Background: an optimization exercise with open tools, aiming at small area, a short achievable clock period and few clock cycles. Do not read the settings as production practice.
At most, simulation tests tie the RTL to the original design; equivalence was not proved.
No activity file was given, so power comes from the tool's default toggle rates.

==> inputs of 05-18 <==
==> flow/design.v (excerpt) <==
module lenet_top
(
    input  wire                     clk,
    input  wire                     rst,
    input  wire lenet_pkg::mem_wr_t img_wr,
    input  wire lenet_pkg::kernel_t kernel,
    input  wire                     start,
    output logic                    busy,
    output logic                    finish,
    output lenet_pkg::pool_result_t result
);
==> flow/config.mk <==
export PLATFORM = sky130hd
export DESIGN_NAME = lenet_top
export DESIGN_NICKNAME = lenet_top
export VERILOG_FILES = /design/flow/design.v
export SDC_FILE = /design/flow/constraint.sdc
export NUM_CORES = 4
export LEC_CHECK = 0
export CAP_MARGIN = 20
export CORE_MARGIN = 2
export CORE_UTILIZATION = 40
export SLEW_MARGIN = 20
export SYNTH_HIERARCHICAL = 1
export SYNTH_MINIMUM_KEEP_SIZE = 0
==> flow/constraint.sdc <==
create_clock -name core_clock -period 10.0 [get_ports {clk}]
set_input_delay 2.0000 -clock core_clock [delete_from_list [all_inputs] [get_ports {clk}]]
set_output_delay 2.0000 -clock core_clock [all_outputs]
set_load 0.01 [all_outputs]
standard.sh (not shown) runs the stock make flow with config.mk's settings and CLKGATE_MAP_FILE= SYNTH_SCRIPT=/design/flow/synth_recipe.tcl, a recipe that flattens the netlist after the stock synthesis.
==> flow/flow/run.sh <==
#!/bin/bash
set -euo pipefail
MARGIN=6.7
sed "s/\"\${@:-finish}\"/SETUP_SLACK_MARGIN=${MARGIN} BUFFER_PORTS_ARGS='-buffer_cell sky130_fd_sc_hd__buf_2' \"\${@:-finish}\"/" standard.sh > standard_margin.sh
grep -q "SETUP_SLACK_MARGIN=${MARGIN}" standard_margin.sh
bash standard_margin.sh synth > standard_synth.log 2>&1
openroad -no_init -exit flow/downsize.tcl > downsize.log 2>&1
bash standard_margin.sh > standard_margin.log 2>&1
==> flow/flow/downsize.tcl <==
# swap oversized combinational cells of the synthesized netlist for their
# smallest drive strength (same function); registers are not touched
set res orfs/results/$::env(FLOW_PLATFORM)/lenet_top/base
read_liberty $::env(FLOW_HOME)/platforms/$::env(FLOW_PLATFORM)/lib/sky130_fd_sc_hd__tt_025C_1v80.lib
read_db $res/1_synth.odb
set swaps {sky130_fd_sc_hd__a22oi_2 sky130_fd_sc_hd__a22oi_1}
set n 0
foreach inst [get_cells *] {
  set master [get_property [get_lib_cells -of_objects $inst] name]
  if {[dict exists $swaps $master]} {
    replace_cell $inst [dict get $swaps $master]
    incr n
  }
}
puts "downsized $n cells"
write_db $res/1_synth.odb
==> 09-15: changes against 05-18 <==
--- a/flow/design.v
+++ b/flow/design.v
@@ -801,94 +801,88 @@
     input  wire                     start,
     output logic                    busy,
     output logic                    finish,
     output lenet_pkg::pool_result_t result
 );
     localparam int ACC_W = 20;
     logic       running;
-    logic       a_act;       
+    logic       b_act;       
     logic [1:0] rp;          
     logic [2:0] col;         
-    logic       a_last;
+    logic       b_last;
     logic       rest1;       
     logic       rest2;
     logic       shift;
-    logic       b_vld, c_vld, d_vld, e_vld;
-    logic       b_last, c_last, d_last, e_last;
-    logic [1:0] b_rp, c_rp, d_rp, e_rp;
-    logic [2:0] b_col, c_col, d_col, e_col;
-    assign a_last = a_act && rp == 2'd2 && col == 3'd5;
-    assign shift  = (a_act && rp == 2'd2) || rest1 || rest2;
+    logic       c_vld, d_vld, e_vld;
+    logic       c_last, d_last, e_last;
+    logic [1:0] c_rp, d_rp, e_rp;
+    logic [2:0] c_col, d_col, e_col;
+    assign b_last = b_act && rp == 2'd2 && col == 3'd5;
+    assign shift  = (b_act && rp == 2'd2) || rest1 || rest2;
     always_ff @(posedge clk)
     begin
         if (rst)
         begin
             running <= 1'b0;
-            a_act   <= 1'b0;
+            b_act   <= 1'b0;
             rest1   <= 1'b0;
             rest2   <= 1'b0;
-            b_vld   <= 1'b0;
             c_vld   <= 1'b0;
             d_vld   <= 1'b0;
             e_vld   <= 1'b0;
-            b_last  <= 1'b0;
             c_last  <= 1'b0;
             d_last  <= 1'b0;
             e_last  <= 1'b0;
             finish  <= 1'b0;
         end
         else
         begin
-            rest1  <= a_last;
+            rest1  <= b_last;
             rest2  <= rest1;
-            b_vld  <= a_act;
-            c_vld  <= b_vld;
+            c_vld  <= b_act;
             d_vld  <= c_vld;
             e_vld  <= d_vld;
-            b_last <= a_last;
             c_last <= b_last;
             d_last <= c_last;
             e_last <= d_last;
             finish <= e_last;
             if (!running)
             begin
                 running <= start;
-                a_act   <= start;
+                b_act   <= start;
             end
             else
             begin
-                if (a_last)
-                    a_act <= 1'b0;
+                if (b_last)
+                    b_act <= 1'b0;
                 if (e_last)
                     running <= 1'b0;
             end
         end
     end
     always_ff @(posedge clk)
     begin
         if (!running)
         begin
             rp  <= '0;
             col <= '0;
         end
-        else if (a_act)
+        else if (b_act)
         begin
             rp <= rp + 2'd1;
             if (rp == 2'd2)
             begin
                 rp  <= '0;
                 col <= col + 3'd1;
             end
         end
-        b_rp  <= rp;
-        c_rp  <= b_rp;
+        c_rp  <= rp;
         d_rp  <= c_rp;
         e_rp  <= d_rp;
-        b_col <= col;
-        c_col <= b_col;
+        c_col <= col;
         d_col <= c_col;
         e_col <= d_col;
     end
     assign busy = running;
     logic [8-1:0] img [64];
     lenet_pkg::mem_wr_t wr_q;    
     always_ff @(posedge clk)
@@ -903,36 +897,35 @@
                     img[gi] <= wr_q.data;
                 else if (shift)
                     img[gi] <= img[(gi & 56) | ((gi + 1) & 7)];
             end
         end
     endgenerate
     logic [8:0][3:0]   one_q, two_q, neg_q;
-    logic [7:0]        bias_q;
-    logic [ACC_W-1:0]  krow_q;
     logic [8:0][8:0]   wx;       
     always_comb
         for (int t = 0; t < 9; t++)
             wx[t] = {kernel.weight[t], 1'b0};
     always_ff @(posedge clk)
     begin
         for (int t = 0; t < 9; t++)
             for (int i = 0; i < 4; i++)
             begin
                 one_q[t][i] <= wx[t][2 * i + 1] ^ wx[t][2 * i];
                 two_q[t][i] <= (wx[t][2 * i + 2] & ~wx[t][2 * i + 1] & ~wx[t][2 * i])
                              | (~wx[t][2 * i + 2] & wx[t][2 * i + 1] & wx[t][2 * i]);
                 neg_q[t][i] <= wx[t][2 * i + 2];
             end
-        bias_q <= kernel.bias;
     end
+    localparam logic [ACC_W-1:0] KCONST = ACC_W'(-15 * (2 ** 9 + 2 ** 11 + 2 ** 13 + 2 ** 15));
     logic [3:0]        cnt_q [4];
-    logic [10:0]       n_q;
-    logic [8:0]        bias32_q;
-    logic [ACC_W-1:0]  kx, ky, kz, ks, kc;
+    logic [ACC_W-1:0]  kx_q;
+    logic [ACC_W-1:0]  krow_q;
+    always_ff @(posedge clk)
+        kx_q <= ACC_W'({{(ACC_W - 12){kernel.bias[7]}}, kernel.bias, 4'b0}) + KCONST;
     genvar gd;
     generate
         for (gd = 0; gd < 4; gd++)
         begin : g_cnt
             logic [8:0] b;
             logic       s0, s1, s2, c0, c1, c2, s3, c3, s4, c4, h1, hc, h2, h3;
             always_comb
@@ -945,42 +938,35 @@
             fa_cell f4_i (.a(c0), .b(c1), .c(c2), .s(s4), .co(c4));
             ha_cell h0_i (.a(c3), .b(s4), .s(h1), .co(hc));
             ha_cell h1_i (.a(c4), .b(hc), .s(h2), .co(h3));
             always_ff @(posedge clk)
                 cnt_q[gd] <= {h3, h2, h1, s3};
         end
     endgenerate
+    logic [3:0] ncnt [4];
     always_comb
-    begin
-        kx = ACC_W'({{(ACC_W - 13){bias32_q[8]}}, bias32_q, 4'b0});
-        ky = ACC_W'(n_q);
-        kz = {~n_q, 9'b0};
-        ks = kx ^ ky ^ kz;
-        kc = ((kx & ky) | (kx & kz) | (ky & kz)) << 1;
-    end
+        for (int i = 0; i < 4; i++)
+            ncnt[i] = ~cnt_q[i];
     always_ff @(posedge clk)
-    begin
-        n_q      <= 11'(cnt_q[0]) + (11'(cnt_q[1]) << 2) + (11'(cnt_q[2]) << 4) + (11'(cnt_q[3]) << 6);
-        bias32_q <= {bias_q[7], bias_q} + 9'd32;
-        krow_q   <= ks + kc;
-    end
+        krow_q <= kx_q
+                + (ACC_W'(cnt_q[0]))       + (ACC_W'(cnt_q[1]) << 2)
+                + (ACC_W'(cnt_q[2]) << 4)  + (ACC_W'(cnt_q[3]) << 6)
+                + (ACC_W'(ncnt[0]) << 9)   + (ACC_W'(ncnt[1]) << 11)
+                + (ACC_W'(ncnt[2]) << 13)  + (ACC_W'(ncnt[3]) << 15);
     logic [8-1:0] win [4][3];
-    always_ff @(posedge clk)
+    logic [8:0][7:0]    p0, p1;
+    always_comb
     begin
         for (int i = 0; i < 4; i++)
             for (int k = 0; k < 3; k++)
                 case (rp)
-                    2'd0:    win[i][k] <= img[(i    ) * 8 + k];
-                    2'd1:    win[i][k] <= img[(i + 2) * 8 + k];
-                    default: win[i][k] <= img[(i + 4) * 8 + k];
+                    2'd0:    win[i][k] = img[(i    ) * 8 + k];
+                    2'd1:    win[i][k] = img[(i + 2) * 8 + k];
+                    default: win[i][k] = img[(i + 4) * 8 + k];
                 endcase
-    end
-    logic [8:0][7:0] p0, p1;
-    always_comb
-    begin
         for (int t = 0; t < 9; t++)
         begin
             p0[t] = win[t / 3][t % 3];
             p1[t] = win[t / 3 + 1][t % 3];
         end
     end
     logic [101-1:0] rb0, rb1, rb0_q, rb1_q;
==> flow/flow/run.sh (replaced) <==
#!/bin/bash
set -euo pipefail
MARGIN=6.6
sed "s/\"\${@:-finish}\"/SETUP_SLACK_MARGIN=${MARGIN} \"\${@:-finish}\"/" standard.sh > standard_margin.sh
grep -q "SETUP_SLACK_MARGIN=${MARGIN}" standard_margin.sh
bash standard_margin.sh > standard_margin.log 2>&1
CTS_CLUSTER_DIAMETER = 100   (was default)
CTS_CLUSTER_SIZE = 30   (was default)
removed: flow/flow/downsize.tcl
==> metrics.md <==
| Metric | Value |
|---|---|
| Max transition margin | `18.1%` |
| Status | `no timing/DRC/antenna violations` |
| Net Switching | `9.96 mW` |
| Average size of a mapped cell | `13.5 µm²` |
| Sequential cell area | `27400 µm²` |
| Detailed Route WL | `239 mm` |
| Post-place setup slack | `5.02 ns` |
| CP required | `10.60 ns` |
| Min Hold Slack | `0.338 ns` |
| CP max FO | `7` |
| Initial Util | `40.3%` |
[end of results for 09-15]
==> metrics.md <==
| Metric | Value |
|---|---|
| Status | `no timing/DRC/antenna violations` |
| Min Hold Slack | `0.325 ns` |
| Clock Skew | `0.0429 ns` |
| Max transition margin | `15.0%` |
| Sequential cell area | `29800 µm²` |
| Detailed Route WL | `226 mm` |
| Area after DPL | `69800 µm²` |
| FF-to-FF End | `rb1_q[38]$_DFF_P_` |
| Post-place setup slack | `6.22 ns` |
| Net Switching | `9.47 mW` |
| Initial Util | `40.3%` |
| Average size of a mapped cell | `13.2 µm²` |
| Register share of the cell area | `40.0%` |
[end of results for 05-18]
No run of this note included a check of the RTL's function; only the layout flow was run.

========
==> 05-23: inputs <==
Another version of the RTL of lenet_top (not shown whole).
Settings: LEC_CHECK=0, CAP_MARGIN=20, CORE_MARGIN=2, CORE_UTILIZATION=40, SLEW_MARGIN=20, SYNTH_HIERARCHICAL=1, SYNTH_MINIMUM_KEEP_SIZE=0; clock period 10.0 ns.
==> flow/flow/run.sh <==
#!/bin/bash
set -euo pipefail
MARGIN=6.0
sed "s/\"\${@:-finish}\"/SETUP_SLACK_MARGIN=${MARGIN} \"\${@:-finish}\"/" standard.sh > standard_margin.sh
grep -q "SETUP_SLACK_MARGIN=${MARGIN}" standard_margin.sh
bash standard_margin.sh > standard_margin.log 2>&1
==> inputs of 10-05, as changes to 05-23 <==
==> flow/run.sh (new file) <==
#!/bin/bash
# synth_recipe.tcl (not shown) runs the flow's synth.tcl, then flattens the netlist and writes it again
# the make line also repeats each setting of config.mk as NAME=value (left out here)
make -C /OpenROAD-flow-scripts/flow DESIGN_CONFIG=/design/flow/config.mk WORK_HOME=/design/flow/orfs CLKGATE_MAP_FILE= SYNTH_SCRIPT=/design/flow/synth_recipe.tcl finish
- SETUP_SLACK_MARGIN: default -> 5
removed: flow/flow/run.sh
removed: flow/standard.sh
==> summary.txt <==
quantity	10-05	05-23
Run status	no timing/DRC/antenna violations	no timing/DRC/antenna violations
Number of vias after detailed routing	41000	41400
Share of cell area taken by multi-input logic gates	51.7%	51.9%
# fillers	14800	14800
Proportion of cell area occupied by registers	35.4%	35.3%
Wire length on met3	17400 um	17500 um
GR Layer Usage met1	33.1%	33.4%
Cell-internal power	14.9 mW	16.7 mW
Standby leakage power	25.0 nW	25.0 nW
Layout Skew	74.5 ps	72.9 ps
Count of buffers added by post-CTS timing repair for setup	0	9
Met2 Usage GRT	38.4%	39.6%
Post-synthesis to final-layout area growth	11.2%	11.9%
Length of the first detailed-routing pass in iterations	6	5
Number of antenna violations at the first check in global routing	11	10
Reg clk slew, reported paths	60 ps	70 ps
Routability congestion estimate from global placement	0.948	0.949
Fraction of layout cells with a size suffix above 1	27.4%	29.9%
Global routing usage summed across all routing layers	24.8%	25.2%
Post-layout minimum cycle time	4620 ps	3980 ps
Largest driver fanout on the critical path	7	3
No functional check of the RTL was part of any run of this note.

========
==> run X: inputs <==
Another version of the RTL of lenet_top (not shown whole).
Design lenet_top, start of the top module:
module lenet_top
(
    input  wire                     clk,
    input  wire                     rst,
    input  wire lenet_pkg::mem_wr_t img_wr,
    input  wire lenet_pkg::kernel_t kernel,
    input  wire                     start,
    output logic                    busy,
    output logic                    finish,
    output lenet_pkg::pool_result_t result
);
==> flow/config.mk <==
export PLATFORM = sky130hd
export DESIGN_NAME = lenet_top
export DESIGN_NICKNAME = lenet_top
export VERILOG_FILES = /design/flow/design.v
export SDC_FILE = /design/flow/constraint.sdc
export NUM_CORES = 4
export LEC_CHECK = 0
export CAP_MARGIN = 20
export CORE_MARGIN = 2
export CORE_UTILIZATION = 55
export CTS_CLUSTER_DIAMETER = 80
export CTS_CLUSTER_SIZE = 30
export PLACE_DENSITY = 0.68
export SLEW_MARGIN = 20
export SYNTH_HIERARCHICAL = 1
export SYNTH_MINIMUM_KEEP_SIZE = 0
==> flow/constraint.sdc <==
create_clock -name core_clock -period 10.0 [get_ports {clk}]
set_input_delay 2.0000 -clock core_clock [delete_from_list [all_inputs] [get_ports {clk}]]
set_output_delay 2.0000 -clock core_clock [all_outputs]
set_load 0.01 [all_outputs]
==> flow/flow/run.sh <==
#!/bin/bash
set -euo pipefail
MARGIN=6.7
sed "s/\"\${@:-finish}\"/SETUP_SLACK_MARGIN=${MARGIN} BUFFER_PORTS_ARGS='-buffer_cell sky130_fd_sc_hd__buf_2' \"\${@:-finish}\"/" standard.sh > standard_margin.sh
grep -q "SETUP_SLACK_MARGIN=${MARGIN}" standard_margin.sh
bash standard_margin.sh synth > standard_synth.log 2>&1
openroad -no_init -exit flow/downsize.tcl > downsize.log 2>&1
bash standard_margin.sh > standard_margin.log 2>&1
==> flow/flow/downsize.tcl <==
# Resize cells of the synthesized netlist before the layout (same functions,
# other drive strengths); the timing repair steps resize further as needed.
#  - the Booth-select gates that synthesis sized _2 get their _1 size
#  - the kernel-encoding and window registers, which each drive about 16
#    Booth-select gates, get the strongest flip-flop of their type
set res orfs/results/$::env(FLOW_PLATFORM)/lenet_top/base
read_liberty $::env(FLOW_HOME)/platforms/$::env(FLOW_PLATFORM)/lib/sky130_fd_sc_hd__tt_025C_1v80.lib
read_db $res/1_synth.odb
set n 0
set m 0
foreach inst [get_cells *] {
  set master [get_property [get_lib_cells -of_objects $inst] name]
  if {$master eq "sky130_fd_sc_hd__a22oi_2"} {
    replace_cell $inst sky130_fd_sc_hd__a22oi_1
    incr n
  } elseif {$master eq "sky130_fd_sc_hd__dfxtp_1" &&
            [regexp {^(one_q|two_q|neg_q|win)\[} [get_full_name $inst]]} {
    replace_cell $inst sky130_fd_sc_hd__dfxtp_4
    incr m
  }
}
puts "downsized $n Booth-select gates, upsized $m registers"
write_db $res/1_synth.odb
==> inputs of run Y, as changes to run X <==
--- a/flow/design.v
+++ b/flow/design.v
@@ -811,12 +811,12 @@
     logic       rest2;
     logic       shift;
     lenet_pkg::mem_wr_t wr_q;    
     logic       b_vld, c_vld, d_vld, e_vld;
     logic       b_last, c_last, d_last, e_last;
-    logic [1:0] e_rp;        
-    logic [2:0] e_col;
+    logic [1:0] b_rp, c_rp, d_rp, e_rp;
+    logic [2:0] b_col, c_col, d_col, e_col;
     assign a_last = a_act && rp == 2'd2 && col == 3'd5;
     assign shift  = (a_act && rp == 2'd2) || rest1 || rest2;
     always_ff @(posedge clk)
     begin
         if (rst)
@@ -877,27 +877,18 @@
             begin
                 rp  <= '0;
                 col <= col + 3'd1;
             end
         end
-    end
-    always_ff @(posedge clk)
-    begin
-        if (!running)
-        begin
-            e_rp  <= '0;
-            e_col <= '0;
-        end
-        else if (e_vld)
-        begin
-            e_rp <= e_rp + 2'd1;
-            if (e_rp == 2'd2)
-            begin
-                e_rp  <= '0;
-                e_col <= e_col + 3'd1;
-            end
-        end
+        b_rp  <= rp;
+        c_rp  <= b_rp;
+        d_rp  <= c_rp;
+        e_rp  <= d_rp;
+        b_col <= col;
+        c_col <= b_col;
+        d_col <= c_col;
+        e_col <= d_col;
     end
     assign busy = running;
     logic [8-1:0] img [64];
     always_ff @(posedge clk)
         wr_q <= img_wr;
@@ -965,21 +956,17 @@
                 + (ACC_W'(ncnt[0]) << 9)   + (ACC_W'(ncnt[1]) << 11)
                 + (ACC_W'(ncnt[2]) << 13)  + (ACC_W'(ncnt[3]) << 15);
     logic [8-1:0] win [4][3];
     always_ff @(posedge clk)
     begin
-        for (int k = 0; k < 3; k++)
-        begin
-            for (int i = 0; i < 2; i++)
-                win[i][k] <= (rp == 2'd0) ? img[i * 8 + k] : win[i + 2][k];
-            for (int i = 2; i < 4; i++)
+        for (int i = 0; i < 4; i++)
+            for (int k = 0; k < 3; k++)
                 case (rp)
                     2'd0:    win[i][k] <= img[(i    ) * 8 + k];
                     2'd1:    win[i][k] <= img[(i + 2) * 8 + k];
                     default: win[i][k] <= img[(i + 4) * 8 + k];
                 endcase
-        end
     end
     logic [8:0][7:0] p0, p1;
     always_comb
     begin
         for (int t = 0; t < 9; t++)
==> flow/flow/downsize.tcl (replaced) <==
# swap oversized combinational cells of the synthesized netlist for their
# smallest drive strength (same function); registers are not touched
set res orfs/results/$::env(FLOW_PLATFORM)/lenet_top/base
read_liberty $::env(FLOW_HOME)/platforms/$::env(FLOW_PLATFORM)/lib/sky130_fd_sc_hd__tt_025C_1v80.lib
read_db $res/1_synth.odb
set swaps {sky130_fd_sc_hd__a22oi_2 sky130_fd_sc_hd__a22oi_1}
set n 0
foreach inst [get_cells *] {
  set master [get_property [get_lib_cells -of_objects $inst] name]
  if {[dict exists $swaps $master]} {
    replace_cell $inst [dict get $swaps $master]
    incr n
  }
}
puts "downsized $n cells"
write_db $res/1_synth.odb
Settings changed: CORE_UTILIZATION 55 to 40, CTS_CLUSTER_DIAMETER 80 to not set, CTS_CLUSTER_SIZE 30 to not set, PLACE_DENSITY 0.68 to not set.
==> summary.txt <==
- In run Y the non-clock buffer count is higher than in run X, by 24.
- Against run Y, the sequential power of run X is lower by about 1%.
- Against run X, the power of run Y is larger by about 6.6%.
- Against run Y, the synthesized cell count of run X is lower by 1.8%.
Testbench counts of run X, summed over its fixed seeds: cycles 9,456.
Testbench counts of run Y, summed over its fixed seeds: cycles 9,456.

==> port drivers added, routing unchanged <==
The results above use ideal ports. As a check the final layouts listed here were re-extracted and re-timed, cells and wires unchanged. Step 1 sets driving cells, clkbuf_16 on the clock port and buf_2 on the other inputs (assumed; they add their load-dependent delay and slew). Step 2 moves the port delays by t, midway between the first and last clock arrival at a register: inputs arrive t later, outputs are due t later. That takes back most of the time a late clock gives input paths. a / b / c = no drivers / after step 1 / after step 2; a / b = the first two.
run | t, ns | slack for setup (ns) | hold WS [ns] | slew at the worst register clock pin (ns) | pins driven straight from the clock port
05-18 | 0.895 | 6.608 / 6.570 / 6.199 | 0.325 / 0.325 / 0.325 | 0.07 / 0.07 | 1
09-15 | 0.794 | 6.369 / 6.369 / 5.775 | 0.338 / 0.338 / 0.338 | 0.12 / 0.12 | 1
05-23 | 0.843 | 6.017 / 6.017 / 6.017 | 0.323 / 0.323 / 0.323 | 0.07 / 0.07 | 1
10-05 | 0.824 | 5.384 / 5.384 / 5.384 | 0.324 / 0.324 / 0.324 | 0.07 / 0.07 | 1
run X | 0.787 | 6.662 / 6.650 / 6.343 | 0.336 / 0.336 / 0.336 | 0.12 / 0.12 | 1
run Y | 0.853 | 6.677 / 6.619 / 6.144 | 0.324 / 0.324 / 0.324 | 0.06 / 0.06 | 1
After both steps every run listed still meets setup and hold. For 09-15, which loses most, drivers alone change the setup slack by 0.000 ns; drivers and shift together by -0.594 ns.
